What follows belongs to an exercise in optimizing a design on an open flow for small area, a short achievable clock period and few clock cycles per item; a production flow would make more cautious choices. Only simulation tests tie the RTL to the original design; equivalence was not proved. Power is estimated from default activity; no workload was simulated.

==> inputs of 01-12 <==
==> flow/design.v <==
package mpc_pkg;
   localparam int TAG_W        = 31;
   localparam int CNT_W        = 32;
   localparam int SIZE_CFG_W   = 5;
   localparam int OCC_OUT_W    = 5;
   localparam int DATA_W       = 32;
   localparam int ADDR_W       = 3;
   localparam int DEF_SLOTS    = 16;
   localparam logic [SIZE_CFG_W-1:0] ACTIVE_SIZE_RESET = 5'd16;
   localparam logic [CNT_W-1:0]      CNT_RESET         = 32'd1;
   localparam logic [CNT_W-1:0]      CNT_MAX           = 32'hFFFF_FFFF;
   localparam logic REG_ACTIVE_SIZE = 1'b0;
   typedef enum logic [1:0] {
      KIND_LOOKUP = 2'd0,
      KIND_INSERT = 2'd1,
      KIND_REMOVE = 2'd2,
      KIND_DROP   = 2'd3
   } kind_type;
   typedef struct packed {
      logic                 hit;
      logic                 lookup;
      logic                 wb_valid;
      logic [TAG_W-1:0]     wb_offset;
      logic [OCC_OUT_W-1:0] occ;
   } rsp_type;
   function automatic logic [OCC_OUT_W-1:0] occ_inc(input logic [OCC_OUT_W-1:0] v);
      logic c;
      c = 1'b1;
      for (int i = 0; i < OCC_OUT_W; i++) begin
         occ_inc[i] = v[i] ^ c;
         c          = c & v[i];
      end
   endfunction
   function automatic logic [OCC_OUT_W-1:0] occ_dec(input logic [OCC_OUT_W-1:0] v);
      logic b;
      b = 1'b1;
      for (int i = 0; i < OCC_OUT_W; i++) begin
         occ_dec[i] = v[i] ^ b;
         b          = b & !v[i];
      end
   endfunction
endpackage
module mpc_cell (
   input  logic                      clock,
   input  logic                      reset,
   input  logic                      hold_match,   
   input  logic                      take_prev,    
   input  logic                      take_next,    
   input  logic                      set_valid,    
   input  logic                      new_valid,
   input  logic [mpc_pkg::TAG_W-1:0] req_tag,      
   input  logic [mpc_pkg::TAG_W-1:0] prev_tag,
   input  logic                      prev_cmp,
   input  logic [mpc_pkg::TAG_W-1:0] next_tag,
   input  logic                      next_cmp,
   output logic [mpc_pkg::TAG_W-1:0] tag_out,
   output logic                      valid_out,
   output logic                      match_out,    
   output logic                      cmp_out       
);
   logic [mpc_pkg::TAG_W-1:0] tag_ff;
   logic                      valid_ff;
   logic                      match_ff;
   assign tag_out   = tag_ff;
   assign valid_out = valid_ff;
   assign match_out = match_ff;
   assign cmp_out   = (tag_ff == req_tag);
   logic                      keep;
   logic [mpc_pkg::TAG_W-1:0] tag_in;
   assign keep   = !take_prev && !take_next;
   assign tag_in = ({mpc_pkg::TAG_W{take_prev}} & prev_tag)
                 | ({mpc_pkg::TAG_W{take_next}} & next_tag)
                 | ({mpc_pkg::TAG_W{keep}} & tag_ff);
   always_ff @(posedge clock) begin
      tag_ff <= tag_in;
   end
   logic valid_in;
   logic match_in;
   always_comb begin
      valid_in = valid_ff;
      if (reset) begin
         valid_in = 1'b0;
      end else if (set_valid) begin
         valid_in = new_valid;
      end
   end
   always_comb begin
      if (take_prev) begin
         match_in = prev_cmp;
      end else if (take_next) begin
         match_in = next_cmp;
      end else begin
         match_in = cmp_out;
      end
   end
   always_ff @(posedge clock) begin
      if (!hold_match) begin
         match_ff <= match_in && valid_in;
      end
   end
   always_ff @(posedge clock) begin
      valid_ff <= valid_in;
   end
endmodule
module mru_page_tag_cache #(
   parameter int SLOTS = mpc_pkg::DEF_SLOTS
) (
   input  logic                              clock,
   input  logic                              reset,
   input  logic                              req_valid,
   output logic                              req_stall,
   input  logic [1:0]                        req_kind,
   input  logic [mpc_pkg::TAG_W-1:0]         req_page_offset,
   output logic                              rsp_valid,
   input  logic                              rsp_stall,
   output logic                              rsp_hit,
   output logic                              rsp_writeback_valid,
   output logic [mpc_pkg::TAG_W-1:0]         rsp_writeback_offset,
   output logic [mpc_pkg::CNT_W-1:0]         rsp_hit_count,
   output logic [mpc_pkg::CNT_W-1:0]         rsp_attempt_count,
   output logic [mpc_pkg::OCC_OUT_W-1:0]     rsp_occupancy,
   input  logic                              psel,
   input  logic                              penable,
   input  logic                              pwrite,
   input  logic [mpc_pkg::ADDR_W-1:0]        paddr,
   input  logic [mpc_pkg::DATA_W-1:0]        pwdata,
   output logic [mpc_pkg::DATA_W-1:0]        prdata,
   output logic                              pready
);
   localparam int SIZE_W = $clog2(SLOTS + 1);
   localparam int IDX_W  = $clog2(SLOTS);
   localparam int TAG_W  = mpc_pkg::TAG_W;
   localparam int RSP_W  = 3 + mpc_pkg::TAG_W + mpc_pkg::OCC_OUT_W;
   logic [mpc_pkg::SIZE_CFG_W-1:0] active_size_ff;
   logic                           trim_pend_ff;
   logic [SIZE_W-1:0]              eff_size;
   logic [SLOTS-1:0]               in_size, last_oh;
   logic [SLOTS-1:1]               in_size_ff;
   logic                           full;
   logic [TAG_W-1:0]               last_tag;
   logic                           csr_write;
   logic                           x_valid_ff;
   mpc_pkg::kind_type              x_kind_ff;
   logic [TAG_W-1:0]               x_tag_ff;
   logic [SIZE_W-1:0]              occ_ff;
   logic                           x_go, x_hold;
   logic                           req_accept;
   logic                           req_stall_ff;
   logic [TAG_W-1:0]               tag_q [SLOTS];
   logic [SLOTS-1:0]               valid_q, match_q, cmp_q;
   logic [SLOTS-1:0]               hit_vec;
   logic [SLOTS:0]                 above;
   logic                           hit_any;
   logic [SLOTS-1:0]               take_prev, take_next, set_valid, new_valid;
   logic                           cmp_x;
   logic                           is_lookup, is_insert, is_remove, is_drop;
   mpc_pkg::rsp_type               x_rsp;
   mpc_pkg::rsp_type               q0_ff, q1_ff;
   logic                           q0_valid_ff, q1_valid_ff;
   logic                           q0_valid_in, q1_valid_in;
   logic                           take, q0_load;
   mpc_pkg::rsp_type               q0_in;
   logic [mpc_pkg::CNT_W-1:0]      hit_total_ff, attempt_total_ff;
   logic [SIZE_W-1:0]              occ_in;
   assign pready    = 1'b1;
   assign prdata    = mpc_pkg::DATA_W'(active_size_ff);
   assign csr_write = psel && penable && pwrite && (paddr[2] == mpc_pkg::REG_ACTIVE_SIZE);
   always_comb begin
      if (active_size_ff == '0) begin
         eff_size = SIZE_W'(1);
      end else if (int'(active_size_ff) > SLOTS) begin
         eff_size = SIZE_W'(SLOTS);
      end else begin
         eff_size = SIZE_W'(active_size_ff);
      end
   end
   assign in_size = {in_size_ff, 1'b1};
   for (genvar i = 0; i < SLOTS; i++) begin : g_last
      if (i == SLOTS - 1) begin : g_top
         assign last_oh[i] = in_size[i];
      end else begin : g_low
         assign last_oh[i] = in_size[i] && !in_size[i+1];
      end
   end
   always_ff @(posedge clock) begin
      if (reset) begin
         in_size_ff <= '1;
      end else if (csr_write) begin
         for (int i = 1; i < SLOTS; i++) begin
            in_size_ff[i] <= pwdata[mpc_pkg::SIZE_CFG_W-1:0] > mpc_pkg::SIZE_CFG_W'(i);
         end
      end
   end
   assign req_stall  = req_stall_ff;
   assign req_accept = req_valid && !req_stall_ff;
   assign x_hold     = x_valid_ff && q0_valid_ff && q1_valid_ff;
   assign x_go       = x_valid_ff && !(q0_valid_ff && q1_valid_ff);
   assign take       = q0_valid_ff && !rsp_stall;
   assign is_lookup = x_go && (x_kind_ff == mpc_pkg::KIND_LOOKUP);
   assign is_insert = x_go && (x_kind_ff == mpc_pkg::KIND_INSERT);
   assign is_remove = x_go && (x_kind_ff == mpc_pkg::KIND_REMOVE);
   assign is_drop   = x_go && (x_kind_ff == mpc_pkg::KIND_DROP);
   assign hit_vec  = match_q;   
   assign above[0] = 1'b0;
   for (genvar i = 0; i < SLOTS; i++) begin : g_above
      assign above[i+1] = above[i] | hit_vec[i];
   end
   assign hit_any = above[SLOTS];
   for (genvar i = 0; i < SLOTS; i++) begin : g_ctl
      assign take_prev[i] = (is_lookup && hit_any && !above[i]) || (is_insert && in_size[i]);
      assign take_next[i] = is_remove && above[i+1];
      always_comb begin
         set_valid[i] = 1'b0;
         new_valid[i] = 1'b0;
         if (trim_pend_ff) begin
            set_valid[i] = !in_size[i];
            new_valid[i] = 1'b0;
         end else if (is_drop) begin
            set_valid[i] = 1'b1;
            new_valid[i] = 1'b0;
         end else if (is_insert && in_size[i]) begin
            set_valid[i] = 1'b1;
            new_valid[i] = (i == 0) ? 1'b1 : valid_q[(i == 0) ? 0 : i-1];
         end else if (is_remove && above[i+1]) begin
            set_valid[i] = 1'b1;
            new_valid[i] = (i == SLOTS - 1) ? 1'b0 : valid_q[(i == SLOTS - 1) ? i : i+1];
         end
      end
   end
   assign cmp_x = (x_tag_ff == req_page_offset);
   for (genvar i = 0; i < SLOTS; i++) begin : g_cell
      logic [TAG_W-1:0] prev_tag, next_tag;
      logic             prev_cmp, next_cmp;
      if (i == 0) begin : g_first
         assign prev_tag = x_tag_ff;
         assign prev_cmp = cmp_x;
      end else begin : g_mid
         assign prev_tag = tag_q[i-1];
         assign prev_cmp = cmp_q[i-1];
      end
      if (i == SLOTS - 1) begin : g_last
         assign next_tag = '0;
         assign next_cmp = 1'b0;
      end else begin : g_inner
         assign next_tag = tag_q[i+1];
         assign next_cmp = cmp_q[i+1];
      end
      mpc_cell u_cell (
         .clock      (clock),
         .reset      (reset),
         .hold_match (x_hold),
         .take_prev  (take_prev[i]),
         .take_next  (take_next[i]),
         .set_valid  (set_valid[i]),
         .new_valid  (new_valid[i]),
         .req_tag    (req_page_offset),
         .prev_tag   (prev_tag),
         .prev_cmp   (prev_cmp),
         .next_tag   (next_tag),
         .next_cmp   (next_cmp),
         .tag_out    (tag_q[i]),
         .valid_out  (valid_q[i]),
         .match_out  (match_q[i]),
         .cmp_out    (cmp_q[i])
      );
   end
   always_comb begin
      full     = 1'b0;
      last_tag = '0;
      for (int i = 0; i < SLOTS; i++) begin
         full     = full | (last_oh[i] & valid_q[i]);
         last_tag = last_tag | ({TAG_W{last_oh[i]}} & tag_q[i]);
      end
   end
   always_comb begin
      occ_in         = occ_ff;
      x_rsp          = '0;
      x_rsp.lookup   = (x_kind_ff == mpc_pkg::KIND_LOOKUP);
      unique case (x_kind_ff)
         mpc_pkg::KIND_LOOKUP: begin
            x_rsp.hit = hit_any;
         end
         mpc_pkg::KIND_INSERT: begin
            x_rsp.wb_valid  = full;
            x_rsp.wb_offset = full ? last_tag : '0;
            if (!full) begin
               occ_in = mpc_pkg::occ_inc(occ_ff);
            end
         end
         mpc_pkg::KIND_REMOVE: begin
            if (hit_any) begin
               x_rsp.wb_valid  = 1'b1;
               x_rsp.wb_offset = x_tag_ff;
               occ_in          = mpc_pkg::occ_dec(occ_ff);
            end
         end
         mpc_pkg::KIND_DROP: begin
            occ_in = '0;
         end
         default: begin
         end
      endcase
      x_rsp.occ = mpc_pkg::OCC_OUT_W'(occ_in);
   end
   always_ff @(posedge clock) begin
      if (reset) begin
         active_size_ff <= mpc_pkg::ACTIVE_SIZE_RESET;
         trim_pend_ff   <= 1'b0;
         occ_ff         <= '0;
         x_valid_ff     <= 1'b0;
      end else begin
         trim_pend_ff <= csr_write;
         if (csr_write) begin
            active_size_ff <= pwdata[mpc_pkg::SIZE_CFG_W-1:0];
         end
         if (trim_pend_ff) begin
            if (occ_ff > eff_size) begin
               occ_ff <= eff_size;
            end
         end else if (x_go) begin
            occ_ff <= occ_in;
         end
         x_valid_ff <= x_hold || req_accept;
      end
   end
   always_ff @(posedge clock) begin
      if (!x_hold) begin
         x_kind_ff <= mpc_pkg::kind_type'(req_kind);
         x_tag_ff  <= req_page_offset;
      end
   end
   always_comb begin
      q0_load     = 1'b0;
      q0_in       = x_rsp;
      q0_valid_in = q0_valid_ff;
      q1_valid_in = q1_valid_ff;
      if (!q0_valid_ff || take) begin
         if (q1_valid_ff) begin
            q0_load     = 1'b1;
            q0_in       = q1_ff;
            q0_valid_in = 1'b1;
            q1_valid_in = 1'b0;
         end else if (x_go) begin
            q0_load     = 1'b1;
            q0_valid_in = 1'b1;
         end else begin
            q0_valid_in = 1'b0;
         end
      end else if (x_go) begin
         q1_valid_in = 1'b1;
      end
   end
   always_ff @(posedge clock) begin
      if (reset) begin
         q0_valid_ff      <= 1'b0;
         q1_valid_ff      <= 1'b0;
         req_stall_ff     <= 1'b0;
         hit_total_ff     <= mpc_pkg::CNT_RESET;
         attempt_total_ff <= mpc_pkg::CNT_RESET;
      end else begin
         q0_valid_ff  <= q0_valid_in;
         q1_valid_ff  <= q1_valid_in;
         req_stall_ff <= (x_hold || req_accept) && q0_valid_in && q1_valid_in;
         if (q0_load) begin
            if (q0_in.hit) begin
               hit_total_ff <= hit_inc;
            end
            if (q0_in.lookup) begin
               attempt_total_ff <= attempt_inc;
            end
         end
      end
   end
   logic q0_from_q1, q0_from_x, q0_keep;
   assign q0_from_q1 = q0_load && q1_valid_ff;
   assign q0_from_x  = q0_load && !q1_valid_ff;
   assign q0_keep    = !q0_load;
   always_ff @(posedge clock) begin
      q0_ff <= ({RSP_W{q0_from_q1}} & q1_ff)
             | ({RSP_W{q0_from_x}} & x_rsp)
             | ({RSP_W{q0_keep}} & q0_ff);
      if (x_go && q0_valid_ff && !take && !q1_valid_ff) begin
         q1_ff <= x_rsp;
      end
   end
   logic [mpc_pkg::CNT_W-1:0] hit_inc, attempt_inc;
   for (genvar i = 0; i < mpc_pkg::CNT_W; i++) begin : g_inc
      if (i == 0) begin : g_lsb
         assign hit_inc[i]     = hit_total_ff[i] ^ ~&hit_total_ff;
         assign attempt_inc[i] = attempt_total_ff[i] ^ ~&attempt_total_ff;
      end else begin : g_bit
         assign hit_inc[i]     = hit_total_ff[i] ^ (&hit_total_ff[i-1:0] & ~&hit_total_ff);
         assign attempt_inc[i] = attempt_total_ff[i] ^ (&attempt_total_ff[i-1:0] & ~&attempt_total_ff);
      end
   end
   assign rsp_valid            = q0_valid_ff;
   assign rsp_hit              = q0_ff.hit;
   assign rsp_writeback_valid  = q0_ff.wb_valid;
   assign rsp_writeback_offset = q0_ff.wb_offset;
   assign rsp_hit_count        = hit_total_ff;
   assign rsp_attempt_count    = attempt_total_ff;
   assign rsp_occupancy        = q0_ff.occ;
endmodule
==> flow/run.sh <==
#!/bin/bash
# synth_recipe.tcl (not shown) runs the flow's synth.tcl, then flattens the netlist and writes it again
# the make line also repeats each setting of config.mk as NAME=value (left out here)
make -C /OpenROAD-flow-scripts/flow DESIGN_CONFIG=/design/flow/config.mk WORK_HOME=/design/flow/orfs CLKGATE_MAP_FILE= SYNTH_SCRIPT=/design/flow/synth_recipe.tcl finish
==> flow/config.mk <==
export PLATFORM = sky130hd
export DESIGN_NAME = mru_page_tag_cache
export DESIGN_NICKNAME = mru_page_tag_cache
export VERILOG_FILES = /design/flow/design.v
export SDC_FILE = /design/flow/constraint.sdc
export NUM_CORES = 4
export LEC_CHECK = 0
export CAP_MARGIN = 20
export CORE_MARGIN = 2
export CORE_UTILIZATION = 50
export CTS_CLUSTER_DIAMETER = 70
export CTS_CLUSTER_SIZE = 24
export SETUP_SLACK_MARGIN = 3.1
export SLEW_MARGIN = 20
export TNS_END_PERCENT = 5
==> flow/constraint.sdc <==
create_clock -name core_clock -period 5.5 [get_ports {clock}]
set_input_delay 1.1000 -clock core_clock [delete_from_list [all_inputs] [get_ports {clock}]]
set_output_delay 1.1000 -clock core_clock [all_outputs]
set_load 0.01 [all_outputs]
==> inputs of 03-06, as changes to 01-12 <==
--- a/flow/design.v
+++ b/flow/design.v
@@ -24,19 +24,6 @@
       logic [OCC_OUT_W-1:0] occ;
    } rsp_type;
-   function automatic logic [OCC_OUT_W-1:0] occ_inc(input logic [OCC_OUT_W-1:0] v);
-      logic c;
-      c = 1'b1;
-      for (int i = 0; i < OCC_OUT_W; i++) begin
-         occ_inc[i] = v[i] ^ c;
-         c          = c & v[i];
-      end
-   endfunction
-   function automatic logic [OCC_OUT_W-1:0] occ_dec(input logic [OCC_OUT_W-1:0] v);
-      logic b;
-      b = 1'b1;
-      for (int i = 0; i < OCC_OUT_W; i++) begin
-         occ_dec[i] = v[i] ^ b;
-         b          = b & !v[i];
-      end
+   function automatic logic [CNT_W-1:0] sat_inc(input logic [CNT_W-1:0] v);
+      sat_inc = (v == CNT_MAX) ? v : v + CNT_W'(1);
    endfunction
 endpackage
@@ -66,39 +53,28 @@
    assign match_out = match_ff;
    assign cmp_out   = (tag_ff == req_tag);
-   logic                      keep;
-   logic [mpc_pkg::TAG_W-1:0] tag_in;
-   assign keep   = !take_prev && !take_next;
-   assign tag_in = ({mpc_pkg::TAG_W{take_prev}} & prev_tag)
-                 | ({mpc_pkg::TAG_W{take_next}} & next_tag)
-                 | ({mpc_pkg::TAG_W{keep}} & tag_ff);
    always_ff @(posedge clock) begin
-      tag_ff <= tag_in;
-   end
-   logic valid_in;
-   logic match_in;
-   always_comb begin
-      valid_in = valid_ff;
-      if (reset) begin
-         valid_in = 1'b0;
-      end else if (set_valid) begin
-         valid_in = new_valid;
-      end
-   end
-   always_comb begin
       if (take_prev) begin
-         match_in = prev_cmp;
+         tag_ff <= prev_tag;
       end else if (take_next) begin
-         match_in = next_cmp;
-      end else begin
-         match_in = cmp_out;
+         tag_ff <= next_tag;
       end
    end
    always_ff @(posedge clock) begin
       if (!hold_match) begin
-         match_ff <= match_in && valid_in;
+         if (take_prev) begin
+            match_ff <= prev_cmp;
+         end else if (take_next) begin
+            match_ff <= next_cmp;
+         end else begin
+            match_ff <= cmp_out;
+         end
       end
    end
    always_ff @(posedge clock) begin
-      valid_ff <= valid_in;
+      if (reset) begin
+         valid_ff <= 1'b0;
+      end else if (set_valid) begin
+         valid_ff <= new_valid;
+      end
    end
 endmodule
@@ -131,12 +107,9 @@
    localparam int IDX_W  = $clog2(SLOTS);
    localparam int TAG_W  = mpc_pkg::TAG_W;
-   localparam int RSP_W  = 3 + mpc_pkg::TAG_W + mpc_pkg::OCC_OUT_W;
    logic [mpc_pkg::SIZE_CFG_W-1:0] active_size_ff;
    logic                           trim_pend_ff;
    logic [SIZE_W-1:0]              eff_size;
-   logic [SLOTS-1:0]               in_size, last_oh;
-   logic [SLOTS-1:1]               in_size_ff;
-   logic                           full;
-   logic [TAG_W-1:0]               last_tag;
+   logic [IDX_W-1:0]               last_idx;
+   logic [SLOTS-1:0]               in_size;
    logic                           csr_write;
    logic                           x_valid_ff;
@@ -175,20 +148,7 @@
       end
    end
-   assign in_size = {in_size_ff, 1'b1};
-   for (genvar i = 0; i < SLOTS; i++) begin : g_last
-      if (i == SLOTS - 1) begin : g_top
-         assign last_oh[i] = in_size[i];
-      end else begin : g_low
-         assign last_oh[i] = in_size[i] && !in_size[i+1];
-      end
-   end
-   always_ff @(posedge clock) begin
-      if (reset) begin
-         in_size_ff <= '1;
-      end else if (csr_write) begin
-         for (int i = 1; i < SLOTS; i++) begin
-            in_size_ff[i] <= pwdata[mpc_pkg::SIZE_CFG_W-1:0] > mpc_pkg::SIZE_CFG_W'(i);
-         end
-      end
+   assign last_idx = IDX_W'(eff_size - SIZE_W'(1));
+   for (genvar i = 0; i < SLOTS; i++) begin : g_size
+      assign in_size[i] = SIZE_W'(i) < eff_size;
    end
    assign req_stall  = req_stall_ff;
@@ -201,5 +161,5 @@
    assign is_remove = x_go && (x_kind_ff == mpc_pkg::KIND_REMOVE);
    assign is_drop   = x_go && (x_kind_ff == mpc_pkg::KIND_DROP);
-   assign hit_vec  = match_q;   
+   assign hit_vec  = match_q & valid_q;
    assign above[0] = 1'b0;
    for (genvar i = 0; i < SLOTS; i++) begin : g_above
@@ -266,12 +226,4 @@
    end
    always_comb begin
-      full     = 1'b0;
-      last_tag = '0;
-      for (int i = 0; i < SLOTS; i++) begin
-         full     = full | (last_oh[i] & valid_q[i]);
-         last_tag = last_tag | ({TAG_W{last_oh[i]}} & tag_q[i]);
-      end
-   end
-   always_comb begin
       occ_in         = occ_ff;
       x_rsp          = '0;
@@ -282,8 +234,10 @@
          end
          mpc_pkg::KIND_INSERT: begin
-            x_rsp.wb_valid  = full;
-            x_rsp.wb_offset = full ? last_tag : '0;
-            if (!full) begin
-               occ_in = mpc_pkg::occ_inc(occ_ff);
+            if (valid_q[last_idx]) begin
+               x_rsp.wb_valid  = 1'b1;
+               x_rsp.wb_offset = tag_q[last_idx];
+            end
+            if (occ_ff < eff_size) begin
+               occ_in = occ_ff + SIZE_W'(1);
             end
          end
@@ -292,5 +246,5 @@
                x_rsp.wb_valid  = 1'b1;
                x_rsp.wb_offset = x_tag_ff;
-               occ_in          = mpc_pkg::occ_dec(occ_ff);
+               occ_in          = occ_ff - SIZE_W'(1);
             end
          end
@@ -364,34 +318,20 @@
          if (q0_load) begin
             if (q0_in.hit) begin
-               hit_total_ff <= hit_inc;
+               hit_total_ff <= mpc_pkg::sat_inc(hit_total_ff);
             end
             if (q0_in.lookup) begin
-               attempt_total_ff <= attempt_inc;
+               attempt_total_ff <= mpc_pkg::sat_inc(attempt_total_ff);
             end
          end
       end
    end
-   logic q0_from_q1, q0_from_x, q0_keep;
-   assign q0_from_q1 = q0_load && q1_valid_ff;
-   assign q0_from_x  = q0_load && !q1_valid_ff;
-   assign q0_keep    = !q0_load;
    always_ff @(posedge clock) begin
-      q0_ff <= ({RSP_W{q0_from_q1}} & q1_ff)
-             | ({RSP_W{q0_from_x}} & x_rsp)
-             | ({RSP_W{q0_keep}} & q0_ff);
+      if (q0_load) begin
+         q0_ff <= q0_in;
+      end
       if (x_go && q0_valid_ff && !take && !q1_valid_ff) begin
          q1_ff <= x_rsp;
       end
    end
-   logic [mpc_pkg::CNT_W-1:0] hit_inc, attempt_inc;
-   for (genvar i = 0; i < mpc_pkg::CNT_W; i++) begin : g_inc
-      if (i == 0) begin : g_lsb
-         assign hit_inc[i]     = hit_total_ff[i] ^ ~&hit_total_ff;
-         assign attempt_inc[i] = attempt_total_ff[i] ^ ~&attempt_total_ff;
-      end else begin : g_bit
-         assign hit_inc[i]     = hit_total_ff[i] ^ (&hit_total_ff[i-1:0] & ~&hit_total_ff);
-         assign attempt_inc[i] = attempt_total_ff[i] ^ (&attempt_total_ff[i-1:0] & ~&attempt_total_ff);
-      end
-   end
    assign rsp_valid            = q0_valid_ff;
    assign rsp_hit              = q0_ff.hit;
CORE_UTILIZATION = 40   (was 50)
CTS_CLUSTER_DIAMETER = default   (was 70)
CTS_CLUSTER_SIZE = default   (was 24)
SETUP_SLACK_MARGIN = default   (was 3.1)
TNS_END_PERCENT = default   (was 5)
==> inputs of 05-05, as changes to 01-12 <==
--- a/flow/design.v
+++ b/flow/design.v
@@ -195,10 +195,29 @@
    assign req_accept = req_valid && !req_stall_ff;
    assign x_hold     = x_valid_ff && q0_valid_ff && q1_valid_ff;
-   assign x_go       = x_valid_ff && !(q0_valid_ff && q1_valid_ff);
+   assign x_go       = go_lookup_ff || go_insert_ff || go_remove_ff || go_drop_ff;
    assign take       = q0_valid_ff && !rsp_stall;
-   assign is_lookup = x_go && (x_kind_ff == mpc_pkg::KIND_LOOKUP);
-   assign is_insert = x_go && (x_kind_ff == mpc_pkg::KIND_INSERT);
-   assign is_remove = x_go && (x_kind_ff == mpc_pkg::KIND_REMOVE);
-   assign is_drop   = x_go && (x_kind_ff == mpc_pkg::KIND_DROP);
+   logic              go_lookup_ff, go_insert_ff, go_remove_ff, go_drop_ff;
+   logic              x_valid_in, x_go_in;
+   mpc_pkg::kind_type kind_in;
+   assign is_lookup  = go_lookup_ff;
+   assign is_insert  = go_insert_ff;
+   assign is_remove  = go_remove_ff;
+   assign is_drop    = go_drop_ff;
+   assign x_valid_in = x_hold || req_accept;
+   assign x_go_in    = x_valid_in && !(q0_valid_in && q1_valid_in);
+   assign kind_in    = x_hold ? x_kind_ff : mpc_pkg::kind_type'(req_kind);
+   always_ff @(posedge clock) begin
+      if (reset) begin
+         go_lookup_ff <= 1'b0;
+         go_insert_ff <= 1'b0;
+         go_remove_ff <= 1'b0;
+         go_drop_ff   <= 1'b0;
+      end else begin
+         go_lookup_ff <= x_go_in && (kind_in == mpc_pkg::KIND_LOOKUP);
+         go_insert_ff <= x_go_in && (kind_in == mpc_pkg::KIND_INSERT);
+         go_remove_ff <= x_go_in && (kind_in == mpc_pkg::KIND_REMOVE);
+         go_drop_ff   <= x_go_in && (kind_in == mpc_pkg::KIND_DROP);
+      end
+   end
    assign hit_vec  = match_q;   
    assign above[0] = 1'b0;
@@ -273,32 +292,21 @@
       end
    end
+   logic ins_wb, rem_wb;
+   assign ins_wb = is_insert && full;
+   assign rem_wb = is_remove && hit_any;
    always_comb begin
-      occ_in         = occ_ff;
-      x_rsp          = '0;
-      x_rsp.lookup   = (x_kind_ff == mpc_pkg::KIND_LOOKUP);
-      unique case (x_kind_ff)
-         mpc_pkg::KIND_LOOKUP: begin
-            x_rsp.hit = hit_any;
-         end
-         mpc_pkg::KIND_INSERT: begin
-            x_rsp.wb_valid  = full;
-            x_rsp.wb_offset = full ? last_tag : '0;
-            if (!full) begin
-               occ_in = mpc_pkg::occ_inc(occ_ff);
-            end
-         end
-         mpc_pkg::KIND_REMOVE: begin
-            if (hit_any) begin
-               x_rsp.wb_valid  = 1'b1;
-               x_rsp.wb_offset = x_tag_ff;
-               occ_in          = mpc_pkg::occ_dec(occ_ff);
-            end
-         end
-         mpc_pkg::KIND_DROP: begin
-            occ_in = '0;
-         end
-         default: begin
-         end
-      endcase
+      x_rsp.hit       = is_lookup && hit_any;
+      x_rsp.lookup    = is_lookup;
+      x_rsp.wb_valid  = ins_wb || rem_wb;
+      x_rsp.wb_offset = ({TAG_W{ins_wb}} & last_tag) | ({TAG_W{rem_wb}} & x_tag_ff);
+      if (is_insert && !full) begin
+         occ_in = mpc_pkg::occ_inc(occ_ff);
+      end else if (rem_wb) begin
+         occ_in = mpc_pkg::occ_dec(occ_ff);
+      end else if (is_drop) begin
+         occ_in = '0;
+      end else begin
+         occ_in = occ_ff;
+      end
       x_rsp.occ = mpc_pkg::OCC_OUT_W'(occ_in);
    end
@@ -321,5 +329,5 @@
             occ_ff <= occ_in;
          end
-         x_valid_ff <= x_hold || req_accept;
+         x_valid_ff <= x_valid_in;
       end
    end
CTS_CLUSTER_DIAMETER = 90   (was 70)
CTS_CLUSTER_SIZE = 20   (was 24)
==> notes.md <==
----------------------------------------------------
[Status]
  Run status ... timing/DRC/antenna clean

[Floorplan]
  Floorplan row count ... between 100 and 150
  Initial Util ... just over 50%

[Synth]
  Largest family of logic cells by synthesized area ... simple AND/OR/NAND/NOR gates

[Power and ir drop]
  Switching Power ... slightly above 4 mW
  Peak VDD IR ... roughly 0.19 mV

[Placement]
  Placed instance area ... between 40,000 and 50,000 sq um
  Post-DP HPWL ... 124 mm

[Final layout]
  Multi-input gate share of the layout cell area ... between 40% and 50%

----------------------------------------------------
the above is filed under 05-05

==> notes.md <==
----------------------------------------------------
[Status]
  Run status ... timing/DRC/antenna clean

[Power and ir drop]
  Peak VDD IR ... 0.336 mV
  Switching Power ... 4.12 mW

[Floorplan]
  Floorplan row count ... 100
  Initial Util ... 50.5%

[Placement]
  Post-DP HPWL ... between 100 and 150 mm

[Final layout]
  Multi-input gate share of the layout cell area ... between 40% and 50%

----------------------------------------------------
the above is filed under 01-12

==> notes.md <==
----------------------------------------------------
[Power and ir drop]
  Peak VDD IR ... 0.211 mV

[Synth]
  Largest family of logic cells by synthesized area ... multiplexers

[Placement]
  Post-DP HPWL ... approximately 120 mm
  Placed instance area ... approximately 45,000 sq um

[Status]
  Run status ... timing/DRC/antenna clean

[Final layout]
  Multi-input gate share of the layout cell area ... between 40% and 50%

[Floorplan]
  Initial Util ... between 40% and 50%
  Floorplan row count ... approximately 120

[Critical path]
  Start-to-end type of the worst setup path ... flip-flop to flip-flop

----------------------------------------------------
the above is filed under 03-06

Testbench counts of 01-12, summed over its fixed seeds: cycles 4,848, items 4,800.
Testbench counts of 03-06, summed over its fixed seeds: cycles 4,848, items 4,800.
Testbench counts of 05-05, summed over its fixed seeds: cycles 4,848, items 4,800.

[re-timing with driven ports]
The flow's constraints put no driver on any port. The routed layouts listed below were extracted and timed again, unchanged, in two steps.
Step 1: set_driving_cell puts a clkbuf_16 on clock and a buf_2 on each other input, an assumption about the parent block.
Step 2 also shifts input and output timing later by t, the mid clock arrival at the registers, as if the neighbouring blocks saw the same clock.
Three values: no drivers, after step 1, after step 2; two values: the first two.
| run | t, ns | setup slack, ns | worst setup path after step 2 | clock arrival spread, ns |
|---|---|---|---|---|
| 01-12 | 0.718 | 2.799 / 2.717 / 1.999 | input to register | 0.037 / 0.036 |
| 03-06 | 0.739 | 0.676 / 0.676 / 0.576 | input to register | 0.046 / 0.046 |
| 05-05 | 0.694 | 2.596 / 2.596 / 2.068 | input to register | 0.035 / 0.034 |
After both steps every run listed still meets setup and hold. For 01-12, which loses most, drivers alone change the setup slack by -0.082 ns; drivers and shift together by -0.800 ns.
